This design comes from an exercise in tuning for small area and a short achievable clock period on the open sky130 flow, not from production work.

==> flow/design.v <==
module awb_gain_est #(
    parameter int ACC_W = 24,
    parameter int CNT_W = 16
) (
    input  logic            clk,
    input  logic            rst,
    input  logic            pix_valid_i,
    input  logic [1:0]      pix_color_i,
    input  logic [7:0]      pix_value_i,
    input  logic            pix_last_i,
    output logic [15:0]     K_R,
    output logic [15:0]     K_G,
    output logic [15:0]     K_B,
    output logic            valid_gain_o,
    output logic            busy_o,
    output logic            overrun_o
);
    localparam int SW = 13;    
    localparam int NW = 6;     
    assign K_G = 16'h0100;
    logic close_w;
    assign close_w = pix_valid_i & pix_last_i;
    logic [2:0] p_hit;      
    logic [7:0] p_val;
    logic       p_ovr;      
    always_ff @(posedge clk) begin
        p_hit[0] <= pix_valid_i & (pix_color_i == 2'd0);
        p_hit[1] <= pix_valid_i & (pix_color_i == 2'd1);
        p_hit[2] <= pix_valid_i & (pix_color_i == 2'd2);
        p_ovr    <= close_w & busy_o;
        p_val    <= pix_value_i;
    end
    logic [5:0] ctr, ctr_nx;
    logic       a_main;     
    logic       a_side;     
    logic [2:0] m_hit;      
    logic       last_c;     
    logic       first_c;    
    logic       mul_r, mul_b, div_r, div_b, div_p, cmp_r, cmp_b;
    logic       mulb_r, mulb_b;
    logic       div_r_d, div_b_d, div_p_d;
    assign div_r_d = busy_o & (ctr >= 6'd18) & (ctr <= 6'd31);
    assign div_b_d = busy_o & ~ctr[5] & ctr[4] & (ctr[3] | ctr[2] | ctr[1]);
    assign div_p_d = busy_o & ((ctr == 6'd18) | (div_p & ~last_c));
    assign ctr_nx = busy_o ? ctr + 6'd1 : 6'd0;
    always_ff @(posedge clk or posedge rst) begin
        if (rst) begin
            busy_o       <= 1'b0;
            a_main       <= 1'b0;
            a_side       <= 1'b0;
            m_hit        <= 3'b000;
            overrun_o    <= 1'b0;
            valid_gain_o <= 1'b0;
            last_c       <= 1'b0;
            first_c      <= 1'b0;
            mul_r        <= 1'b0;
            mul_b        <= 1'b0;
            div_r        <= 1'b0;
            div_b        <= 1'b0;
            div_p        <= 1'b0;
            cmp_r        <= 1'b0;
            cmp_b        <= 1'b0;
            mulb_r       <= 1'b0;
            mulb_b       <= 1'b0;
        end else begin
            a_main  <= ~last_c;
            a_side  <= last_c & ~(close_w & busy_o);
            for (int c = 0; c < 3; c++)
                m_hit[c] <= (~busy_o | (last_c & ~close_w)) & pix_valid_i &
                            (pix_color_i == 2'(c));
            first_c <= ~busy_o & close_w;
            last_c  <= busy_o & (ctr == 6'd31);
            mul_r   <= busy_o & (ctr >= 6'd2) & (ctr <= 6'd17);
            mul_b   <= busy_o & ((~ctr[5] & ~ctr[4] & (ctr[3] | ctr[2] | ctr[1])) |
                                 (ctr[5:1] == 5'b01000));
            div_r   <= div_r_d;
            div_b   <= div_b_d;
            div_p   <= div_p_d;
            cmp_r   <= busy_o & (ctr >= 6'd2) & (ctr <= 6'd31);
            cmp_b   <= busy_o & ~ctr[5] & (ctr[4:1] != 4'd0);
            mulb_r  <= busy_o & (ctr >= 6'd6) & (ctr <= 6'd17);
            mulb_b  <= busy_o & ((~ctr[5] & ~ctr[4] & (ctr[3] | (ctr[2] & ctr[1]))) |
                                 (ctr[5:1] == 5'b01000));
            if (close_w & busy_o)
                overrun_o <= 1'b1;
            if (busy_o) begin
                if (last_c) begin
                    busy_o       <= 1'b0;
                    valid_gain_o <= 1'b1;
                end
            end else if (close_w) begin
                busy_o <= 1'b1;
            end
        end
    end
    always_ff @(posedge clk)
        ctr <= ctr_nx;
    logic [SW-1:0] side_s [3];
    logic [NW-1:0] side_n [3];
    for (genvar c = 0; c < 3; c++) begin : g_side
        logic [SW-1:0] ss;
        logic [NW-1:0] sn;
        logic          co_s, co_n;
        awb_bk_add #(SW) u_s (.a(side_s[c]), .b(p_hit[c] ? SW'(p_val) : '0),
                              .ci(1'b0), .s(ss), .co(co_s));
        awb_bk_add #(NW) u_n (.a(side_n[c]), .b('0), .ci(p_hit[c]),
                              .s(sn), .co(co_n));
        always_ff @(posedge clk) begin
            if (first_c | p_ovr) begin
                side_s[c] <= '0;
                side_n[c] <= '0;
            end else begin
                side_s[c] <= ss;
                side_n[c] <= sn;
            end
        end
    end
    logic [23:0] S_R, S_G, S_B;
    logic [15:0] N_R, N_G, N_B;
    logic [23:0] s_nx [3];
    logic [15:0] n_nx [3];
    logic [23:0] s_cur [3];
    logic [15:0] n_cur [3];
    assign s_cur[0] = S_R; assign s_cur[1] = S_G; assign s_cur[2] = S_B;
    assign n_cur[0] = N_R; assign n_cur[1] = N_G; assign n_cur[2] = N_B;
    for (genvar c = 0; c < 3; c++) begin : g_main
        logic [23:0] sb;
        logic [15:0] nb;
        logic        hit, co_s, co_n;
        assign hit = m_hit[c];
        assign sb  = (a_side ? 24'(side_s[c]) : 24'd0) | (a_main ? s_cur[c] : 24'd0);
        assign nb  = (a_side ? 16'(side_n[c]) : 16'd0) | (a_main ? n_cur[c] : 16'd0);
        awb_bk_add #(24) u_s (.a(sb), .b(hit ? 24'(p_val) : 24'd0), .ci(1'b0),
                              .s(s_nx[c]), .co(co_s));
        awb_bk_add #(16) u_n (.a(nb), .b(16'd0), .ci(hit), .s(n_nx[c]), .co(co_n));
    end
    logic [23:0] P_AR, P_AB;
    logic [15:0] P_BR, P_BB;
    logic [17:0] t_br, t_bb;
    logic [16:0] x0_r, x1_r, x2_r, cs_s_r, cs_c_r;
    logic [16:0] x0_b, x1_b, x2_b, cs_s_b, cs_c_b;
    assign x0_r = {1'b0, P_BR};
    assign x1_r = {1'b0, S_R[0] ? N_G : 16'd0};
    assign x2_r = {S_R[1] ? N_G : 16'd0, 1'b0};
    assign x0_b = {1'b0, P_BB};
    assign x1_b = {1'b0, S_B[0] ? N_G : 16'd0};
    assign x2_b = {S_B[1] ? N_G : 16'd0, 1'b0};
    assign cs_s_r = x0_r ^ x1_r ^ x2_r;
    assign cs_c_r = (x0_r & x1_r) | (x0_r & x2_r) | (x1_r & x2_r);
    assign cs_s_b = x0_b ^ x1_b ^ x2_b;
    assign cs_c_b = (x0_b & x1_b) | (x0_b & x2_b) | (x1_b & x2_b);
    logic co_br, co_bb;
    awb_bk_add #(17) u_mbr (.a({1'b0, cs_s_r[16:1]}), .b(cs_c_r), .ci(1'b0),
                            .s(t_br[17:1]), .co(co_br));
    awb_bk_add #(17) u_mbb (.a({1'b0, cs_s_b[16:1]}), .b(cs_c_b), .ci(1'b0),
                            .s(t_bb[17:1]), .co(co_bb));
    assign t_br[0] = cs_s_r[0];
    assign t_bb[0] = cs_s_b[0];
    logic [4:0]  E_R, E_B;
    logic [44:0] rem_r, rem_b;
    logic [45:0] op_r, op_b, pre_r, pre_b, sm_r, sm_b;
    logic [39:0] d_r, d_b;
    logic        co_r, co_b;
    logic        iv_r0, iv_r1, iv_b0, iv_b1;
    assign rem_r = {E_R, N_R, P_AR};
    assign rem_b = {E_B, N_B, P_AB};
    assign d_r   = {P_BR, S_R};
    assign d_b   = {P_BB, S_B};
    always_comb begin
        pre_r = '0;
        pre_b = '0;
        if (div_r)
            pre_r = {1'b0, d_r, 5'd0};
        else if (mul_r)
            pre_r[23:0] = N_R[15] ? S_G : 24'd0;
        if (div_b)
            pre_b = {1'b0, d_b, 5'd0};
        else if (mul_b)
            pre_b[23:0] = N_B[15] ? S_G : 24'd0;
    end
    assign op_r = pre_r ^ {{23{iv_r0}}, {23{iv_r1}}};
    assign op_b = pre_b ^ {{23{iv_b0}}, {23{iv_b1}}};
    assign {co_r, sm_r} = {1'b0, rem_r, 1'b0} + {1'b0, op_r} + 47'(iv_r1);
    assign {co_b, sm_b} = {1'b0, rem_b, 1'b0} + {1'b0, op_b} + 47'(iv_b1);
    always_ff @(posedge clk) begin
        S_R <= mulb_r ? {t_br[1:0], S_R[23:2]} : s_nx[0];
        S_B <= mulb_b ? {t_bb[1:0], S_B[23:2]} : s_nx[2];
        S_G <= div_b ? {s_nx[1][23:13], S_G[11:0], ~sm_b[45]} : s_nx[1];
        N_G <= div_r ? {n_nx[1][15:13], N_G[11:0], ~sm_r[45]} : n_nx[1];
        N_R <= cmp_r ? sm_r[39:24] : n_nx[0];
        N_B <= cmp_b ? sm_b[39:24] : n_nx[2];
    end
    always_ff @(posedge clk) begin
        P_AR <= cmp_r ? sm_r[23:0] : 24'd0;
        P_AB <= cmp_b ? sm_b[23:0] : 24'd0;
        E_R  <= div_p ? sm_r[44:40] : 5'd0;
        E_B  <= div_p ? sm_b[44:40] : 5'd0;
        iv_r0 <= div_r_d & ~sm_r[45];
        iv_r1 <= div_p_d & ~sm_r[45];
        iv_b0 <= div_b_d & ~sm_b[45];
        iv_b1 <= div_p_d & ~sm_b[45];
        if (mulb_r)
            P_BR <= t_br[17:2];
        else if (~div_p)
            P_BR <= '0;
        if (mulb_b)
            P_BB <= t_bb[17:2];
        else if (~div_p)
            P_BB <= '0;
    end
    logic dz_r, dz_b;
    assign dz_r = (d_r == '0);
    assign dz_b = (d_b == '0);
    function automatic logic [11:0] fin(input logic [12:0] q, input logic dz);
        if (dz)
            fin = 12'h100;
        else if (q[12])
            fin = 12'hFFF;
        else
            fin = q[11:0];
    endfunction
    logic [11:0] kr, kb, kr_nx, kb_nx;
    assign kr_nx = fin(N_G[12:0], dz_r) ^ 12'h100;
    assign kb_nx = fin(S_G[12:0], dz_b) ^ 12'h100;
    always_ff @(posedge clk or posedge rst) begin
        if (rst) begin
            kr <= 12'h000;
            kb <= 12'h000;
        end else if (last_c) begin
            kr <= kr_nx;
            kb <= kb_nx;
        end
    end
    assign K_R = {4'h0, kr ^ 12'h100};
    assign K_B = {4'h0, kb ^ 12'h100};
endmodule
module awb_bk_add #(
    parameter int W = 8
) (
    input  logic [W-1:0] a,
    input  logic [W-1:0] b,
    input  logic         ci,
    output logic [W-1:0] s,
    output logic         co
);
    localparam int N = W + 1;           
    localparam int L = (N <= 2) ? 1 : (N <= 4) ? 2 : (N <= 8) ? 3 :
                       (N <= 16) ? 4 : (N <= 32) ? 5 : (N <= 64) ? 6 : 7;
    logic [W:0] g, p, x;
    always_comb begin
        g[0] = ci;
        p[0] = 1'b0;
        x[0] = 1'b0;
        for (int i = 0; i < W; i++) begin
            g[i+1] = a[i] & b[i];
            p[i+1] = a[i] ^ b[i];
            x[i+1] = a[i] ^ b[i];
        end
        for (int l = 0; l < L; l++)
            for (int i = (2 << l) - 1; i < N; i += (2 << l)) begin
                g[i] = g[i] | (p[i] & g[i - (1 << l)]);
                p[i] = p[i] & p[i - (1 << l)];
            end
        for (int l = L - 2; l >= 0; l--)
            for (int i = (3 << l) - 1; i < N; i += (2 << l)) begin
                g[i] = g[i] | (p[i] & g[i - (1 << l)]);
                p[i] = p[i] & p[i - (1 << l)];
            end
    end
    for (genvar i = 0; i < W; i++) begin : g_s
        assign s[i] = x[i+1] ^ g[i];
    end
    assign co = g[W];
endmodule
Settings: LEC_CHECK=0, CAP_MARGIN=20, CELL_PAD_IN_SITES_DETAIL_PLACEMENT=0, CELL_PAD_IN_SITES_GLOBAL_PLACEMENT=0, CORE_MARGIN=2, CORE_UTILIZATION=40, CTS_BUF_LIST=sky130_fd_sc_hd__clkbuf_8, CTS_CLUSTER_DIAMETER=55, CTS_CLUSTER_SIZE=16, PLACE_DENSITY=0.75, SLEW_MARGIN=20; clock period 13.0 ns.
standard.sh (not shown) runs the stock make flow with config.mk's settings and CLKGATE_MAP_FILE= SYNTH_SCRIPT=/design/flow/synth_recipe.tcl, a recipe that flattens the netlist after the stock synthesis.
==> flow/flow/run.sh <==
#!/bin/bash
# Standard layout, with fast port buffers and repair_timing asked for extra
# setup slack so the achieved period shrinks. Each make step's log lands in
# orfs/logs; make's own output goes to make_finish.log.
set -euo pipefail
bash standard.sh SETUP_SLACK_MARGIN=9 \
  "BUFFER_PORTS_ARGS=-buffer_cell sky130_fd_sc_hd__buf_4" \
  finish > make_finish.log 2>&1
Change:
--- a/flow/design.v
+++ b/flow/design.v
@@ -149,11 +149,11 @@
     assign cs_c_r = (x0_r & x1_r) | (x0_r & x2_r) | (x1_r & x2_r);
     assign cs_s_b = x0_b ^ x1_b ^ x2_b;
     assign cs_c_b = (x0_b & x1_b) | (x0_b & x2_b) | (x1_b & x2_b);
     logic co_br, co_bb;
-    awb_bk_add #(17) u_mbr (.a({1'b0, cs_s_r[16:1]}), .b(cs_c_r), .ci(1'b0),
+    awb_hc_add #(17) u_mbr (.a({1'b0, cs_s_r[16:1]}), .b(cs_c_r), .ci(1'b0),
                             .s(t_br[17:1]), .co(co_br));
-    awb_bk_add #(17) u_mbb (.a({1'b0, cs_s_b[16:1]}), .b(cs_c_b), .ci(1'b0),
+    awb_hc_add #(17) u_mbb (.a({1'b0, cs_s_b[16:1]}), .b(cs_c_b), .ci(1'b0),
                             .s(t_bb[17:1]), .co(co_bb));
     assign t_br[0] = cs_s_r[0];
     assign t_bb[0] = cs_s_b[0];
     logic [4:0]  E_R, E_B;
@@ -179,10 +179,12 @@
             pre_b[23:0] = N_B[15] ? S_G : 24'd0;
     end
     assign op_r = pre_r ^ {{23{iv_r0}}, {23{iv_r1}}};
     assign op_b = pre_b ^ {{23{iv_b0}}, {23{iv_b1}}};
-    assign {co_r, sm_r} = {1'b0, rem_r, 1'b0} + {1'b0, op_r} + 47'(iv_r1);
-    assign {co_b, sm_b} = {1'b0, rem_b, 1'b0} + {1'b0, op_b} + 47'(iv_b1);
+    awb_hc_add #(46) u_ar (.a({rem_r, 1'b0}), .b(op_r), .ci(iv_r1),
+                           .s(sm_r), .co(co_r));
+    awb_hc_add #(46) u_ab (.a({rem_b, 1'b0}), .b(op_b), .ci(iv_b1),
+                           .s(sm_b), .co(co_b));
     always_ff @(posedge clk) begin
         S_R <= mulb_r ? {t_br[1:0], S_R[23:2]} : s_nx[0];
         S_B <= mulb_b ? {t_bb[1:0], S_B[23:2]} : s_nx[2];
         S_G <= div_b ? {s_nx[1][23:13], S_G[11:0], ~sm_b[45]} : s_nx[1];
@@ -271,4 +273,51 @@
         assign s[i] = x[i+1] ^ g[i];
     end
     assign co = g[W];
 endmodule
+module awb_hc_add #(
+    parameter int W = 8
+) (
+    input  logic [W-1:0] a,
+    input  logic [W-1:0] b,
+    input  logic         ci,
+    output logic [W-1:0] s,
+    output logic         co
+);
+    localparam int N = W + 1;
+    localparam int L = (N <= 2) ? 1 : (N <= 4) ? 2 : (N <= 8) ? 3 :
+                       (N <= 16) ? 4 : (N <= 32) ? 5 : (N <= 64) ? 6 : 7;
+    logic [W:0] g, p, x, gn, pn;
+    always_comb begin
+        g[0] = ci;
+        p[0] = 1'b0;
+        x[0] = 1'b0;
+        for (int i = 0; i < W; i++) begin
+            g[i+1] = a[i] & b[i];
+            p[i+1] = a[i] ^ b[i];
+            x[i+1] = a[i] ^ b[i];
+        end
+        for (int i = 1; i < N; i += 2) begin
+            g[i] = g[i] | (p[i] & g[i-1]);
+            p[i] = p[i] & p[i-1];
+        end
+        for (int l = 1; l < L; l++) begin
+            gn = g;
+            pn = p;
+            for (int i = 1; i < N; i += 2)
+                if (i - (1 << l) >= 0) begin
+                    gn[i] = g[i] | (p[i] & g[i - (1 << l)]);
+                    pn[i] = p[i] & p[i - (1 << l)];
+                end
+            g = gn;
+            p = pn;
+        end
+        for (int i = 2; i < N; i += 2) begin
+            g[i] = g[i] | (p[i] & g[i-1]);
+            p[i] = p[i] & p[i-1];
+        end
+    end
+    for (genvar i = 0; i < W; i++) begin : g_s
+        assign s[i] = x[i+1] ^ g[i];
+    end
+    assign co = g[W];
+endmodule
Worst setup slack is worse by 0.24 ns.
Synthesized cell count drops by 8.8%.
Count of clock-buffer cells in the layout drops by 6.
Global-route usage drops by 1.5 points.
Cell count drops by 6.1%.
No functional check of the RTL was part of any run of this note.

## port drivers added, routing unchanged
The results above use ideal ports. As a check the final layouts listed here were re-extracted and re-timed, cells and wires unchanged. Step 1 (the two cells are an assumption about what drives the block):
set clk [get_ports {clk}]
set_driving_cell -lib_cell sky130_fd_sc_hd__clkbuf_16 $clk
set_driving_cell -lib_cell sky130_fd_sc_hd__buf_2 [delete_from_list [all_inputs] $clk]
Step 2 adds t to the input delays and takes it off the output delays; t is the mean of the earliest and latest rising clock arrival at the registers after step 1. Input paths then give back, and output paths get back, about the clock's delay inside the block. a / b / c = ideal ports / drivers / drivers and shift; a / b = the first two.
run	t (ns)	slack for setup (ns)	hold slack, ns	worst slew at a driven data input, ns
the first run	0.695	9.096 / 9.063 / 9.096	0.474 / 0.474 / 0.474	0.04
the second run	0.628	8.859 / 8.859 / 8.859	0.474 / 0.474 / 0.474	0.03
After both steps setup and hold are still met in every run listed.
